Source: an optimization exercise on an open RTL-to-GDS flow (aim: a short achievable clock period and few clock cycles). Production flows keep margins and buffers that such runs may drop.
In this exercise RTL edits were held to simulation tests only and were not proved equivalent to the original.
Power and IR drop assume default switching activity.

## design/flow/design.v

```verilog
`timescale 1ns/1ps
module fetch_decode #(
	parameter logic [31:0] RESET_PC = '0,
	parameter int DEPTH = 4,
	parameter int PREF = 3,
	parameter bit BYPASS = 1'b1,
	localparam int IW = 12 + 3 + 7 + 7 + 7 + 16
) (
	input logic clk,
	input logic rst_n,
	output logic fetch_ok,
	output logic fetch_pref,
	output logic [31:0] fetch_addr,
	input logic fetch_start,
	input logic fw_valid,
	input logic [31:0] fw_data,
	output logic cand_valid,
	output logic [IW-1:0] cand,
	output logic ir_valid,
	output logic [IW-1:0] ir,
	input logic issue,
	output logic [7:1] kill_f
);
	localparam int CAP = DEPTH + 1;
	logic [31:0] pc;
	logic [CAP-1:0] cred;
	logic stop;
	logic [DEPTH-1:0] vld;
	logic [IW-1:0] bw [DEPTH];
	logic shift;
	logic [IW-1:0] fw_pd;
	logic take;
	logic from_buf;
	function automatic logic [7:1] onehot(input logic [2:0] r);
		for (int i = 1; i < 8; i++)
			onehot[i] = (r == 3'(i));
	endfunction
	function automatic logic [IW-1:0] predecode(input logic [31:0] w);
		logic [3:0] op;
		logic [2:0] rd;
		logic is_alu, is_sub, is_addi, is_ld, is_st, is_halt, writes;
		op = w[31:28];
		rd = w[26:24];
		is_alu = (op <= 4'h4);
		is_sub = (op == 4'h1);
		is_addi = (op == 4'h5);
		is_ld = (op == 4'h6) && (rd != 3'd0);
		is_st = (op == 4'h7);
		is_halt = (op == 4'hf);
		writes = (is_alu || is_addi || is_ld) && (rd != 3'd0);
		predecode = {
			is_ld || is_st,                          
			is_halt,                                 
			is_st,                                   
			is_ld,                                   
			writes,                                  
			is_alu || is_st,                         
			is_alu || is_addi || is_ld || is_st,     
			is_alu,                                  
			(op == 4'h4),                            
			(op == 4'h3),                            
			(op == 4'h2),                            
			is_sub,                                  
			rd, onehot(w[22:20]), onehot(w[18:16]),
			writes ? onehot(rd) : 7'd0, w[15:0]};
	endfunction
	function automatic logic [7:1] reads(input logic [IW-1:0] x);
		reads = (x[45] ? x[36:30] : 7'd0) | (x[46] ? x[29:23] : 7'd0);
	endfunction
	logic [7:1] rd_any;
	assign fw_pd = predecode(fw_data);
	always_comb begin
		rd_any = ir_valid ? reads(ir) : 7'd0;
		for (int i = 0; i < DEPTH; i++)
			if (vld[i])
				rd_any = rd_any | reads(bw[i]);
	end
	assign kill_f = {7{fw_valid && fw_pd[47]}} & fw_pd[22:16] & ~rd_any & ~reads(fw_pd);
	assign fetch_addr = pc;
	assign fetch_ok = cred[0] && !stop;
	assign fetch_pref = cred[PREF-1];
	assign from_buf = vld[0];
	assign cand_valid = from_buf || (BYPASS && fw_valid);
	assign cand = (!BYPASS || from_buf) ? bw[0] : fw_pd;
	assign take = issue || !ir_valid;
	always_ff @(posedge clk) begin
		if (!rst_n) begin
			pc <= RESET_PC;
			cred <= '1;
			stop <= 1'b0;
			vld <= '0;
			ir_valid <= 1'b0;
		end else begin
			if (fetch_start)
				pc <= pc + 32'd4;
			if (fetch_start && !issue)
				cred <= {1'b0, cred[CAP-1:1]};
			else if (!fetch_start && issue)
				cred <= {cred[CAP-2:0], 1'b1};
			if (fw_valid && fw_data[31:28] == 4'hf)
				stop <= 1'b1;
			if (shift && !fw_valid)
				vld <= {1'b0, vld[DEPTH-1:1]};
			else if (fw_valid && !take)
				vld <= {vld[DEPTH-2:0], 1'b1};
			if (take)
				ir_valid <= cand_valid;
		end
	end
	assign shift = take && from_buf;
	always_ff @(posedge clk) begin
		for (int i = 0; i < DEPTH; i++) begin
			if (shift) begin
				if (fw_valid && vld[i] && (i == DEPTH - 1 || !vld[(i < DEPTH - 1) ? i + 1 : i]))
					bw[i] <= fw_pd;
				else if (i < DEPTH - 1)
					bw[i] <= bw[(i < DEPTH - 1) ? i + 1 : i];
			end else if (fw_valid && !vld[i] && (i == 0 || vld[(i > 0) ? i - 1 : i])) begin
				bw[i] <= fw_pd;
			end
		end
		if (take)
			ir <= cand;
	end
endmodule
`timescale 1ns/1ps
module execute_unit #(
	localparam int IW = 12 + 3 + 7 + 7 + 7 + 16
) (
	input logic clk,
	input logic rst_n,
	input logic cand_valid,
	input logic [7:1] kill_f,
	input logic [IW-1:0] cand,
	input logic ir_valid,
	input logic [IW-1:0] ir,
	output logic issue,
	output logic [7:1] rd_a_oh,
	output logic [7:1] rd_b_oh,
	input logic [31:0] rd_a_data,
	input logic [31:0] rd_b_data,
	output logic wb_we,
	output logic [7:1] wb_rd,
	output logic [31:0] wb_data,
	input logic ld_valid,
	input logic [7:1] ld_rd,
	output logic data_ok,
	output logic data_write,
	output logic [31:0] data_addr,
	output logic [31:0] data_wdata,
	output logic [7:1] data_rd,
	input logic data_start,
	output logic dq_empty,
	output logic [7:1] kill,
	output logic halt_done
);
	typedef struct packed {
		logic mem, halt, st, ld, wr, urb, ura, breg, is_xor, is_or, is_and, sub;
		logic [2:0] rd;
		logic [7:1] ra_oh, rb_oh, rd_oh;
		logic [15:0] imm;
	} inst_t;
	inst_t d, c;
	logic hz;
	logic halt_issued;
	logic [7:1] pend, pend_n;
	logic [7:1] bsy_n;
	logic room0, room1;
	logic h_stay, h_new0, h_new1;
	logic ex_valid;
	logic [31:0] ex_g, ex_p, ex_wd;
	logic ex_cin;
	logic ex_sel_and, ex_sel_or, ex_sel_xor;
	logic [7:1] ex_rd_oh;
	logic ex_wr, ex_ld, ex_st, ex_halt;
	logic [31:0] g16;
	logic [31:16] p16;
	logic [31:0] carry;
	logic [31:0] res;
	logic wb_valid;
	logic [31:0] wb_g, wb_p, wb_g16;
	logic [31:16] wb_p16;
	logic wb_cin;
	logic wb_sel_and, wb_sel_or, wb_sel_xor;
	logic [31:0] wb_wd;
	logic [7:1] wb_rd_oh;
	logic wb_wr, wb_ld, wb_st, wb_halt;
	logic wb_dead, wb_dead_now;
	logic dq_occ1, dq_occ2;
	logic dq_rp, dq_wp;
	logic dq_w [2];
	logic dq_dead [2];
	logic skip;
	logic [31:0] dq_a [2];
	logic [31:0] dq_d [2];
	logic [7:1] dq_r [2];
	logic push;
	logic wb_mem_n;
	logic [31:0] op_b;
	assign d = inst_t'(ir);
	assign c = inst_t'(cand);
	assign rd_a_oh = d.ra_oh;
	assign rd_b_oh = d.rb_oh;
	assign issue = ir_valid && !hz && !halt_issued;
	assign kill = ({7{issue && d.wr}} & d.rd_oh) | kill_f;
	assign wb_dead_now = wb_dead || |(kill & wb_rd_oh);
	always_comb begin
		for (int i = 1; i < 8; i++)
			pend_n[i] = (pend[i] || (wb_valid && wb_ld && wb_rd_oh[i])) &&
				!(ld_valid && ld_rd[i]);
	end
	assign bsy_n = ({7{ex_valid}} & ex_rd_oh) | pend_n;
	assign wb_mem_n = ex_valid && (ex_ld || ex_st);
	assign room0 = (!dq_occ1 && !(push && wb_mem_n)) ||
		(dq_occ1 && !dq_occ2 && !push && !wb_mem_n);
	assign room1 = !dq_occ1 && !push && !wb_mem_n;
	assign h_stay = (d.ura && |(d.ra_oh & bsy_n)) || (d.urb && |(d.rb_oh & bsy_n)) ||
		(d.mem && !room0);
	assign h_new0 = (c.ura && |(c.ra_oh & bsy_n)) || (c.urb && |(c.rb_oh & bsy_n)) ||
		(c.mem && !room0);
	assign h_new1 = h_new0 ||
		(c.ura && |(c.ra_oh & d.rd_oh)) || (c.urb && |(c.rb_oh & d.rd_oh)) ||
		(c.mem && d.mem && !room1);
	always_ff @(posedge clk) begin
		if (!rst_n) begin
			ex_valid <= 1'b0;
			wb_valid <= 1'b0;
			halt_issued <= 1'b0;
			halt_done <= 1'b0;
			hz <= 1'b0;
		end else begin
			ex_valid <= issue;
			wb_valid <= ex_valid;
			if (issue && d.halt)
				halt_issued <= 1'b1;
			if (wb_valid && wb_halt)
				halt_done <= 1'b1;
			hz <= issue ? h_new1 : (ir_valid ? h_stay : h_new0);
		end
	end
	assign op_b = d.breg ? (d.sub ? ~rd_b_data : rd_b_data) : {{16{d.imm[15]}}, d.imm};
	always_ff @(posedge clk) begin
		ex_g <= rd_a_data & op_b;
		ex_p <= rd_a_data ^ op_b;
		ex_cin <= d.sub;
		ex_wd <= rd_b_data;
		ex_sel_and <= d.is_and;
		ex_sel_or <= d.is_or;
		ex_sel_xor <= d.is_xor;
		ex_rd_oh <= d.rd_oh;
		ex_wr <= d.wr;
		ex_ld <= d.ld;
		ex_st <= d.st;
		ex_halt <= d.halt;
	end
	always_comb begin
		logic [31:0] gg, pp, gn, pn;
		gg = ex_g;
		pp = ex_p;
		gg[0] = ex_g[0] | (ex_p[0] & ex_cin);
		for (int sp = 1; sp < 16; sp = sp * 2) begin
			gn = gg;
			pn = pp;
			for (int i = sp; i < 32; i++) begin
				gn[i] = gg[i] | (pp[i] & gg[i - sp]);
				pn[i] = pp[i] & pp[i - sp];
			end
			gg = gn;
			pp = pn;
		end
		g16 = gg;
		p16 = pp[31:16];
	end
	always_ff @(posedge clk) begin
		wb_g <= ex_g;
		wb_p <= ex_p;
		wb_g16 <= g16;
		wb_p16 <= p16;
		wb_cin <= ex_cin;
		wb_sel_and <= ex_sel_and;
		wb_sel_or <= ex_sel_or;
		wb_sel_xor <= ex_sel_xor;
		wb_wd <= ex_wd;
		wb_rd_oh <= ex_rd_oh;
		wb_wr <= ex_wr;
		wb_ld <= ex_ld;
		wb_st <= ex_st;
		wb_halt <= ex_halt;
		wb_dead <= |(kill & ex_rd_oh);
	end
	always_comb begin
		logic [31:0] g32;
		g32 = wb_g16;
		for (int i = 16; i < 32; i++)
			g32[i] = wb_g16[i] | (wb_p16[i] & wb_g16[i - 16]);
		carry = {g32[30:0], wb_cin};
	end
	always_comb begin
		if (wb_sel_and) res = wb_g;
		else if (wb_sel_or) res = wb_g | wb_p;
		else if (wb_sel_xor) res = wb_p;
		else res = wb_p ^ carry;
	end
	assign wb_data = res;
	assign wb_we = wb_valid && wb_wr && !wb_ld;
	assign wb_rd = wb_rd_oh;
	always_ff @(posedge clk) begin
		if (!rst_n)
			pend <= '0;
		else
			for (int i = 1; i < 8; i++)
				pend[i] <= (pend[i] || (wb_valid && wb_ld && !wb_dead_now && wb_rd_oh[i])) &&
					!(ld_valid && ld_rd[i]) && !kill[i];
	end
	assign push = wb_valid && (wb_ld || wb_st);
	assign data_ok = dq_occ1 && !dq_dead[dq_rp];
	assign skip = dq_occ1 && dq_dead[dq_rp];
	assign dq_empty = !dq_occ1;
	assign data_write = dq_w[dq_rp];
	assign data_addr = dq_a[dq_rp];
	assign data_wdata = dq_d[dq_rp];
	assign data_rd = dq_r[dq_rp];
	always_ff @(posedge clk) begin
		if (!rst_n) begin
			dq_occ1 <= 1'b0;
			dq_occ2 <= 1'b0;
			dq_rp <= 1'b0;
			dq_wp <= 1'b0;
		end else begin
			if (push && !(data_start || skip)) begin
				dq_occ1 <= 1'b1;
				dq_occ2 <= dq_occ1;
			end else if (!push && (data_start || skip)) begin
				dq_occ1 <= dq_occ2;
				dq_occ2 <= 1'b0;
			end
			if (push)
				dq_wp <= !dq_wp;
			if (data_start || skip)
				dq_rp <= !dq_rp;
		end
	end
	always_ff @(posedge clk) begin
		for (int i = 0; i < 2; i++) begin
			if (push && dq_wp == 1'(i))
				dq_dead[i] <= wb_ld && wb_dead_now;
			else if (!dq_w[i] && |(kill & dq_r[i]))
				dq_dead[i] <= 1'b1;
		end
	end
	always_ff @(posedge clk) begin
		if (push) begin
			dq_w[dq_wp] <= wb_st;
			dq_a[dq_wp] <= wb_data;
			dq_d[dq_wp] <= wb_wd;
			dq_r[dq_wp] <= wb_rd_oh;
		end
	end
endmodule
`timescale 1ns/1ps
module reg_result (
	input logic clk,
	input logic rst_n,
	input logic [7:1] rd_a_oh,
	input logic [7:1] rd_b_oh,
	output logic [31:0] rd_a_data,
	output logic [31:0] rd_b_data,
	input logic ex_we,
	input logic [7:1] ex_rd,
	input logic [31:0] ex_data,
	input logic ld_we,
	input logic [7:1] ld_rd,
	input logic [31:0] ld_data
);
	logic [31:0] regs [1:7];
	logic [7:1] rv;
	always_comb begin
		rd_a_data = '0;
		rd_b_data = '0;
		for (int i = 1; i < 8; i++) begin
			rd_a_data = rd_a_data | (regs[i] & {32{rd_a_oh[i] && rv[i]}});
			rd_b_data = rd_b_data | (regs[i] & {32{rd_b_oh[i] && rv[i]}});
		end
	end
	for (genvar i = 1; i < 8; i++) begin : g_reg
		always_ff @(posedge clk) begin
			if (ld_we && ld_rd[i])
				regs[i] <= ld_data;
			else if (ex_we && ex_rd[i])
				regs[i] <= ex_data;
		end
		always_ff @(posedge clk) begin
			if (!rst_n)
				rv[i] <= 1'b0;
			else if ((ld_we && ld_rd[i]) || (ex_we && ex_rd[i]))
				rv[i] <= 1'b1;
		end
	end
endmodule
`timescale 1ns/1ps
module mem_bus_guard #(
	parameter bit FETCH_FIRST = 1'b1
) (
	input logic clk,
	input logic rst_n,
	input logic fetch_ok,
	input logic fetch_pref,
	input logic [31:0] fetch_addr,
	output logic fetch_start,
	input logic data_ok,
	input logic data_write,
	input logic [31:0] data_addr,
	input logic [31:0] data_wdata,
	input logic [7:1] data_rd,
	output logic data_start,
	input logic [7:1] kill,
	output logic rq_valid,
	output logic rq_fetch,
	output logic rq_dead,
	output logic [7:1] rq_rd,
	output logic [31:0] rq_data,
	output logic bus_free,
	output logic psel,
	output logic penable,
	output logic pwrite,
	output logic [31:0] paddr,
	output logic [31:0] pwdata,
	input logic [31:0] prdata,
	input logic pready
);
	logic done;
	logic free;
	logic start;
	logic pick_data;
	logic cur_fetch;
	logic cur_dead;
	logic [7:1] cur_rd;
	assign done = penable && pready;
	assign free = !psel || done;
	assign pick_data = FETCH_FIRST ? (data_ok && !(fetch_ok && fetch_pref)) : data_ok;
	assign start = free && (data_ok || fetch_ok);
	assign data_start = free && pick_data;
	assign fetch_start = free && !pick_data && fetch_ok;
	assign bus_free = free;
	always_ff @(posedge clk) begin
		if (!rst_n) begin
			psel <= 1'b0;
			penable <= 1'b0;
		end else if (start) begin
			psel <= 1'b1;
			penable <= 1'b0;
		end else if (done) begin
			psel <= 1'b0;
			penable <= 1'b0;
		end else if (psel) begin
			penable <= 1'b1;
		end
	end
	logic hold_write;
	logic [31:0] hold_addr;
	logic [31:0] hold_wdata;
	logic [31:0] next_addr;
	logic next_write;
	assign next_addr = pick_data ? data_addr : fetch_addr;
	assign next_write = pick_data && data_write;
	always_ff @(posedge clk) begin
		if (start || !psel) begin
			hold_write <= next_write;
			hold_addr <= next_addr;
			hold_wdata <= data_wdata;
		end
		pwrite <= start ? next_write : hold_write;
		paddr <= start ? next_addr : hold_addr;
		pwdata <= start ? data_wdata : hold_wdata;
	end
	always_ff @(posedge clk) begin
		if (start) begin
			cur_fetch <= !pick_data;
			cur_rd <= data_rd;
		end
	end
	always_ff @(posedge clk) begin
		if (start)
			cur_dead <= pick_data && |(kill & data_rd);
		else if (|(kill & cur_rd))
			cur_dead <= 1'b1;
	end
	always_ff @(posedge clk) begin
		if (!rst_n)
			rq_valid <= 1'b0;
		else
			rq_valid <= done && !pwrite;
		rq_fetch <= cur_fetch;
		rq_dead <= cur_dead || |(kill & cur_rd);
		rq_rd <= cur_rd;
		rq_data <= prdata;
	end
endmodule
`timescale 1ns/1ps
module cpu_top #(
	parameter logic [31:0] RESET_PC = 32'h0000_0000
) (
	input logic clk,
	input logic rst_n,
	output logic halted,
	output logic psel,
	output logic penable,
	output logic pwrite,
	output logic [31:0] paddr,
	output logic [31:0] pwdata,
	input logic [31:0] prdata,
	input logic pready
);
	logic fetch_ok;
	logic fetch_pref;
	logic [31:0] fetch_addr;
	logic fetch_start;
	logic data_ok;
	logic data_write;
	logic [31:0] data_addr;
	logic [31:0] data_wdata;
	logic [7:1] data_rd;
	logic data_start;
	logic rq_valid;
	logic rq_fetch;
	logic rq_dead;
	logic dq_empty;
	logic [7:1] kill;
	logic [7:1] kill_f;
	logic [7:1] rq_rd;
	logic [31:0] rq_data;
	logic bus_free;
	logic ir_valid;
	localparam int IW = 12 + 3 + 7 + 7 + 7 + 16;
	logic cand_valid;
	logic [IW-1:0] cand;
	logic [IW-1:0] ir;
	logic issue;
	logic [7:1] rd_a_oh, rd_b_oh;
	logic [31:0] rd_a_data, rd_b_data;
	logic wb_we;
	logic [7:1] wb_rd;
	logic [31:0] wb_data;
	logic halt_done;
	fetch_decode #(
		.RESET_PC(RESET_PC)
	) i_fetch_decode (
		.clk(clk),
		.rst_n(rst_n),
		.fetch_ok(fetch_ok),
		.fetch_pref(fetch_pref),
		.fetch_addr(fetch_addr),
		.fetch_start(fetch_start),
		.fw_valid(rq_valid && rq_fetch),
		.fw_data(rq_data),
		.cand_valid(cand_valid),
		.cand(cand),
		.ir_valid(ir_valid),
		.ir(ir),
		.issue(issue),
		.kill_f(kill_f)
	);
	execute_unit i_execute_unit (
		.clk(clk),
		.rst_n(rst_n),
		.cand_valid(cand_valid),
		.kill_f(kill_f),
		.cand(cand),
		.ir_valid(ir_valid),
		.ir(ir),
		.issue(issue),
		.rd_a_oh(rd_a_oh),
		.rd_b_oh(rd_b_oh),
		.rd_a_data(rd_a_data),
		.rd_b_data(rd_b_data),
		.wb_we(wb_we),
		.wb_rd(wb_rd),
		.wb_data(wb_data),
		.ld_valid(rq_valid && !rq_fetch && !rq_dead),
		.ld_rd(rq_rd),
		.data_ok(data_ok),
		.data_write(data_write),
		.data_addr(data_addr),
		.data_wdata(data_wdata),
		.data_rd(data_rd),
		.data_start(data_start),
		.dq_empty(dq_empty),
		.kill(kill),
		.halt_done(halt_done)
	);
	reg_result i_reg_result (
		.clk(clk),
		.rst_n(rst_n),
		.rd_a_oh(rd_a_oh),
		.rd_b_oh(rd_b_oh),
		.rd_a_data(rd_a_data),
		.rd_b_data(rd_b_data),
		.ex_we(wb_we),
		.ex_rd(wb_rd),
		.ex_data(wb_data),
		.ld_we(rq_valid && !rq_fetch && !rq_dead),
		.ld_rd(rq_rd),
		.ld_data(rq_data)
	);
	mem_bus_guard i_mem_bus_guard (
		.clk(clk),
		.rst_n(rst_n),
		.fetch_ok(fetch_ok),
		.fetch_pref(fetch_pref),
		.fetch_addr(fetch_addr),
		.fetch_start(fetch_start),
		.data_ok(data_ok),
		.data_write(data_write),
		.data_addr(data_addr),
		.data_wdata(data_wdata),
		.data_rd(data_rd),
		.data_start(data_start),
		.kill(kill),
		.rq_valid(rq_valid),
		.rq_fetch(rq_fetch),
		.rq_dead(rq_dead),
		.rq_rd(rq_rd),
		.rq_data(rq_data),
		.bus_free(bus_free),
		.psel(psel),
		.penable(penable),
		.pwrite(pwrite),
		.paddr(paddr),
		.pwdata(pwdata),
		.prdata(prdata),
		.pready(pready)
	);
	always_ff @(posedge clk) begin
		if (!rst_n)
			halted <= 1'b0;
		else if (halt_done && dq_empty && bus_free)
			halted <= 1'b1;
	end
endmodule
```

## design/flow/run.sh

```bash
#!/bin/bash
# synth_recipe.tcl (not shown) runs the flow's synth.tcl, then flattens the netlist and writes it again
# the make line also repeats each setting of config.mk as NAME=value (left out here)
make -C /OpenROAD-flow-scripts/flow DESIGN_CONFIG=/design/flow/config.mk WORK_HOME=/design/flow/orfs CLKGATE_MAP_FILE= SYNTH_SCRIPT=/design/flow/synth_recipe.tcl finish
```

## design/flow/constraint.sdc

```tcl
create_clock -name core_clock -period 7.0 [get_ports {clk}]
set_input_delay 1.4000 -clock core_clock [delete_from_list [all_inputs] [get_ports {clk}]]
set_output_delay 1.4000 -clock core_clock [all_outputs]
set_load 0.01 [all_outputs]
```

## design/flow/config.mk

```make
export PLATFORM = sky130hd
export DESIGN_NAME = cpu_top
export DESIGN_NICKNAME = cpu_top
export VERILOG_FILES = /design/flow/design.v
export SDC_FILE = /design/flow/constraint.sdc
export NUM_CORES = 4
export LEC_CHECK = 0
export ABC_CLOCK_PERIOD_IN_PS = 1500
export CAP_MARGIN = 20
export CORE_MARGIN = 2
export CORE_UTILIZATION = 70
export SETUP_SLACK_MARGIN = 4.7
export SLEW_MARGIN = 20
```

==> run summary, run 1 <==
Synth warn - 8
Maximum fanout along the worst path - 2
Crit path largest cell delay - 0.34 ns
Peak VDD IR - 0.000272 V
DR vias/cell - 6.90
Mapped Area - 45,200 µm²
Pin count of the biggest net entering global routing - 79
Placer Congestion - 0.964
Sequential area share after synthesis - 65.5%
RSZ-0062 raised after global routing - yes
Deepest clock path buffer count - 3
Via Count - 34.4k
Die footprint - 66,600 µm²
Most frequent cells in the layout - 689 x edfxtp_1, 654 x nand2_1, 434 x o21ai_0
WP data required - 5.60 ns
Detail Route Antenna Nets - 0
Buffers on Ports - 102
Initial core utilization - 70.5%
Die Y - 258 µm
Global-route wire length before repair - 201,000 µm
Startpoint types - flip-flop
Core area - 64,100 µm²
Cell at the slowest stage of the critical path - dfxtp_2
Die width - 258 µm
Run status - timing/DRC/antenna clean
NumNets Final - 4,094
Leakage power - 19.6 nW
DP HPWL - 75,600 µm
Worst Setup End Kind - primary output
Worst Path Arrival - 1.13 ns
Power density over the cells - 267 nW/µm²
Wl on met1 - 47,900 µm
Final period util - 36.2%
Root Buffer - clkbuf_16
DR iter-0 viols - 5,674
Clk_skew - 0.0319 ns
Worst-path clk slew - 0.06 ns
Fraction of layout instances using a drive strength above 1 - 18.9%
Total Wirelength - 142,000 µm
TritonCTS clock tree - yes
Worst-Margin Slew - 1.24 ns
Num CTS Buffers - 108
Max Cap Viol - 0
Clock latency reported for the late side of the worst-skew pair - 0.69 ns
Number of global-route vias before repair - 32.8k
Final Hold Vio Count - 0
Ys async rst share - 0%
Setup violators final - 0
Overall routing resource usage - 40.7%
Worst setup path category - reg2out
Worst rel slew slack - 17.2%
GRT overflow - 0
Layout Area Growth over Synthesis - 16.7%
Placed Cells - 4,614
Fmax - 395 MHz
Buf+Inv Stages, Crit Path - 1
Slew Viols, Final - 0
DR DRC count - 0
Fill cells - 3,534
Wirelength per Cell - 28.4 µm
CTS Hold Bufs - 0
Most common cell after layout, fill and taps aside - edfxtp_1
Post-Layout Cell Count - 4,980
Clock Sinks - 1,133
Number of synthesized flops with an enable pin - 689
Mapped Nets - 3,953
Tmin final - 2.53 ns
Total power - 14.1 mW
Row cnt - 93
Tightest Hold Check Type - reg2reg
Critical Path, Cell by Cell - buf_6
Post-synthesis instance total - 3,883
Delay-heaviest family, CP - flip-flops
Htree depth - 3
Setup_tns - 0 ns
Ports - 103
1st-pass router iterations - 12
Initial antenna violation count - 13
#FFs+latches synth - 1,133
DR top layer - met5
Met2 wire len - 62,600 µm
Distinct cells, synth - 72
Syn avg cell area - 11.6 µm²
Top_reg_cell synth - edfxtp_1
Met3 wire length - 20,300 µm
where the power goes:
group          switching (mW)  internal, mW
clock network            2.51          3.42
registers               0.158          7.25
logic                   0.460         0.256
sequential cells by signal, summed over array words and instances, names as in the netlist, 49 cells and up, named ones only:
signal               count
i_reg_result.regs      224
i_execute_unit.dq_d     64
i_fetch_decode.ir       49
i_execute_unit.dq_a     64
i_fetch_decode.bw      196
through the flow:
step / area [µm²] / utilization [%] / worst slack (ns) / hold WS, ns
after global placement: 46700 / 72.9 / 3.20 / 0.311
after detailed placement: 46700 / 72.9 / 3.00 / 0.315
after global routing: 52700 / 82.2 / 4.45 / 0.328
after floorplan: 45400 / - / 4.01 / 0.310
final: 52700 / 82.2 / 4.47 / 0.330
after CTS: 51800 / 80.7 / 4.44 / 0.329
worst paths after layout:
path | cells past startpoint | end | slack (ns) | from
max | 1 | pwrite | 4.47 | i_mem_bus_guard.pwrite
max reg2reg | 10 | i_execute_unit.dq_dead[1] | 4.55 | i_mem_bus_guard.rq_data[28]
min | 0 | i_execute_unit.wb_wd[10] | 0.33 | i_execute_unit.ex_wd[10]
min reg2reg | 0 | i_execute_unit.wb_wd[10] | 0.33 | i_execute_unit.ex_wd[10]
cell type report:
cell class | instances | area [µm²] | share of cell area [%]
antenna | 7 | 17.5 | 0.0332
clock buffer | 157 | 3140 | 5.96
clock inverter | 47 | 483 | 0.916
inverter | 120 | 469 | 0.890
multi-input combinational | 2383 | 14900 | 28.3
sequential | 1133 | 29700 | 56.3
tap | 855 | 1070 | 2.03
timing repair buffer | 278 | 2920 | 5.53
synthesized netlist by cell type (all sizes together) (44+ instances only):
master,count,area share [%]
a21o,44,0.73
a21oi,111,1.2
a22oi,226,3.8
buf,47,0.52
clkbuf,212,1.8
dfxtp,444,20
edfxtp,689,46
inv,120,1.0
mux2,156,3.9
nand2,662,5.5
nand3,49,0.54
nand4,89,1.2
nor2,119,0.99
o21ai,494,5.5
xor2,53,1.0
metal layers:
metal,GRT usage (%),vias to the layer above
met4,24.6,6
met3,12.2,792
met1,51.9,16200
met2,61.9,2916
met5,0,-
li1,-,14400
cells by family after synthesis:
| logic type | after synthesis | synth area share (%) |
|---|---|---|
| AOI/OAI and AO/OA | 993 | 13.5 |
| buffers and inverters | 379 | 3.28 |
| adders and majority gates | 35 | 0.969 |
| muxes | 194 | 4.73 |
| and+or+nand+nor | 1070 | 10.5 |
| DFF | 1133 | 65.5 |
| xor gates and xnor gates | 79 | 1.53 |
timing repair:
action | 4_1_cts | 5_1_grt
endpoints found under the hold margin | 0 | 0
gates cloned | 20 | 6
endpoints found under the setup margin | 1294 | 778
buffers inserted | 71 | 58
pin swaps | 45 | 39
gates resized for setup | 484 | 108
Testbench counts, summed over its fixed seeds: cycles 128,659.
==> run 2, diff against run 1 <==
--- a/design/flow/config.mk
+++ b/design/flow/config.mk
@@ -8,6 +8,6 @@
 export ABC_CLOCK_PERIOD_IN_PS = 1500
 export CAP_MARGIN = 20
 export CORE_MARGIN = 2
-export CORE_UTILIZATION = 70
-export SETUP_SLACK_MARGIN = 4.7
+export CORE_UTILIZATION = 40
+export SETUP_SLACK_MARGIN = 4.6
 export SLEW_MARGIN = 20
==> run 2 against run 1 <==
Effect of this change: still clean; sequential cell count unchanged; first-iteration DRC count decreased by 25%; clock power increased by 5.4%; clock skew increased by 0.024 ns; clock-buffer cell count increased by 19; total power increased by 2.0%.
==> run summary, run 2 <==
Finished Cell Area - 53,500 µm²
Synth area leader - edfxtp_1
Synth cell count leaders - 689 x edfxtp_1, 662 x nand2_1, 457 x o21ai_0, 444 x dfxtp_1, 226 x a22oi_1
Pin count of the biggest net entering global routing - 79
Biggest regs - i_reg_result.regs: 224 flops, i_fetch_decode.bw: 196 flops
Delay-heaviest family, CP - flip-flops
Tmin final - 2.57 ns
Worst rel slew slack - 41.0%
Max reg flops - 224
NumNets Final - 4,097
Global-route wire length before repair - 200,000 µm
Top_reg_cell synth - edfxtp_1
Startpoint types - flip-flop
Power density over the cells - 268 nW/µm²
DP HPWL - 78,500 µm
Placer Congestion - 0.950
TritonCTS clock tree - yes
Internal Power - 11.1 mW
Critical Path, Cell by Cell - buf_6
Buf+Inv Stages, Crit Path - 1
#FFs+latches synth - 1,133
Dominant cells by area after synthesis - edfxtp_1 46%, dfxtp_1 20%, nand2_1 5.5%
Htree depth - 3
Run status - timing/DRC/antenna clean
Syn avg cell area - 11.6 µm²
Setup violators final - 0
Most common cell after layout, fill and taps aside - edfxtp_1
Worst-Margin Slew - 0.885 ns
WP data required - 5.60 ns
Wirelength per Cell - 24.9 µm
Final Hold Vio Count - 0
Ys async rst share - 0%
Yosys top cell area share - 45.8%
Synth warn - 8
Clock latency reported for the late side of the worst-skew pair - 0.74 ns
Switching Fraction - 22.8%
Ports - 103
RSZ-0062 raised after global routing - yes
Row cnt - 123
FF-to-FF setup slack - 4.55 ns
Combinational Power Share - 4.8%
Via Count - 32.4k
Deepest clock path buffer count - 3
Worst Setup End Kind - primary output
Fmax - 389 MHz
Distinct cells, synth - 72
Mapped Nets - 3,953
Count leader, synth - edfxtp_1
Fill cells - 9,910
Total Wirelength - 140,000 µm
Area of the multi-input gates - 14,700 µm²
Worst setup path category - reg2out
Layout Area Growth over Synthesis - 18.5%
Setup_tns - 0 ns
Worst Path Arrival - 1.17 ns
Num CTS Buffers - 117
Clock Sinks - 1,133
Switch Pwr - 3.27 mW
DR DRC count - 0
Seq pwr share - 51.6%
Die footprint - 116,000 µm²
Number of synthesized flops with an enable pin - 689
Number of global-route vias before repair - 30.7k
GRT overflow - 0
Overall routing resource usage - 23.1%
Mapped Area - 45,200 µm²
Most flops, register - i_reg_result.regs
1st-pass router iterations - 7
Most frequent cells in the layout - 689 x edfxtp_1, 656 x nand2_1, 439 x o21ai_0
Maximum fanout along the worst path - 2
Buffers on Ports - 102
Initial antenna violation count - 2
Placed Cells - 5,282
Storage element area - 29,700 µm²
Final period util - 36.8%
Core area - 112,000 µm²
Detail Route Antenna Nets - 0
Root Buffer - clkbuf_16
Clk pwr share - 43.6%
Sequential area share after synthesis - 65.5%
Max Cap Viol - 0
Post-DP Area - 47,700 µm²
Leakage power - 19.6 nW
Clk_skew - 0.0564 ns
DR iter-0 viols - 4,228
CTS Hold Bufs - 0
DR vias/cell - 5.75
Peak VDD IR - 0.000217 V
Post-synthesis instance total - 3,883
Fraction of layout instances using a drive strength above 1 - 17.8%
Cell at the slowest stage of the critical path - dfxtp_2
Tightest Hold Check Type - reg2reg
Die Y - 340 µm
Die width - 340 µm
Crit path largest cell delay - 0.33 ns
Post-Layout Cell Count - 5,635
Initial core utilization - 40.3%
Slew Viols, Final - 0
Worst-path clk slew - 0.06 ns
run 2: cell counts after synthesis:
Identical to the previous run, type by type.
run 2: logic make-up after synthesis:
| group | synth area share (%) |
|---|---|
| DFF | 65.5 |
| adders and majority gates | 0.969 |
| AOI/OAI and AO/OA | 13.5 |
| and+or+nand+nor | 10.5 |
| buffers and inverters | 3.28 |
| xor gates and xnor gates | 1.53 |
| muxes | 4.73 |
run 2: power by group through the flow:
stage	registers [mW]	logic (mW)	clock network [mW]
CTS	7.40	0.651	6.35
global route	7.41	0.752	6.60
detailed placement	7.55	0.628	0
global placement	7.54	0.614	0
finish	7.40	0.688	6.26
floorplan	7.46	0.409	0
run 2: layout make-up:
cell class                      instances  share of cell area [%]
Antenna cell                            4                  0.0187
Clock buffer                          176                    6.32
Clock inverter                         47                   0.993
Inverter                              120                   0.855
Multi-Input combinational cell       2376                    27.4
Sequential cell                      1133                    55.4
Tap cell                             1500                    3.50
Timing Repair Buffer                  277                    5.43
Timing Repair inverter                  2                  0.0187
run 2: per-layer routing:
layer	GRT usage, %	vias to the layer above	wire length, µm
li1	-	14500	-
met1	31.3	15600	55500
met5	0	-	10
met2	34.5	1929	60700
met3	5.36	443	15900
met4	11.9	2	7980
run 2: per-stage QoR:
step	hold WS, ns	power (mW)	setup WS (ns)	utilization (%)
finish	0.325	14.3	4.43	47.7
global route	0.329	14.8	4.38	47.7
global placement	0.311	8.16	3.31	42.5
floorplan	0.310	7.87	4.01	-
detailed placement	0.312	8.17	3.26	42.5
CTS	0.324	14.4	4.37	46.9
run 2: worst paths after layout:
| kind | from | endpoint | cells after the start |
|---|---|---|---|
| worst min register to register | i_execute_unit.ex_g[31] | i_execute_unit.wb_g[31] | 0 |
| worst min-delay path | i_execute_unit.ex_g[31] | i_execute_unit.wb_g[31] | 0 |
| worst max-delay path | i_mem_bus_guard.pwrite | pwrite | 1 |
| worst max register to register | i_fetch_decode.bw[0][46] | i_mem_bus_guard.cur_dead | 9 |
run 2: worst reg2reg max path: cells and delay by family, from the launching register on:
family,cells,cell delay [ns]
AOI/OAI and AO/OA,5,1.11
buffers and inverters,2,0.37
DFF,1,0.47
and+or+nand+nor,2,0.28
run 2: timing repair:
item,4_1_cts,5_1_grt
resized for setup,455,89
setup buffers,43,60
gates cloned,15,8
endpoints found under the setup margin,1006,361
pin swaps,18,44

-- afterwards: timing with drivers on the ports --
No port has a modelled driver above. Below, the same layouts with a new extraction and two added sets of constraints.
Step 1 sets driving cells, clkbuf_16 on the clock port and buf_2 on the other inputs (assumed; they add their load-dependent delay and slew).
Step 2 also shifts input and output timing later by t, the mid clock arrival at the registers, as if the neighbouring blocks saw the same clock.
Slacks: ideal ports / drivers / drivers and shift; pairs: ideal ports / drivers.
run	shift t [ns]	setup slack, ns	worst register clock-pin slew, ns
run 1	0.738	4.468 / 4.399 / 4.003	0.07 / 0.07
run 2	0.778	4.427 / 4.355 / 3.929	0.06 / 0.06
After both steps every run listed still meets setup and hold. For run 2, which loses most, drivers alone change the setup slack by -0.072 ns; drivers and shift together by -0.498 ns.
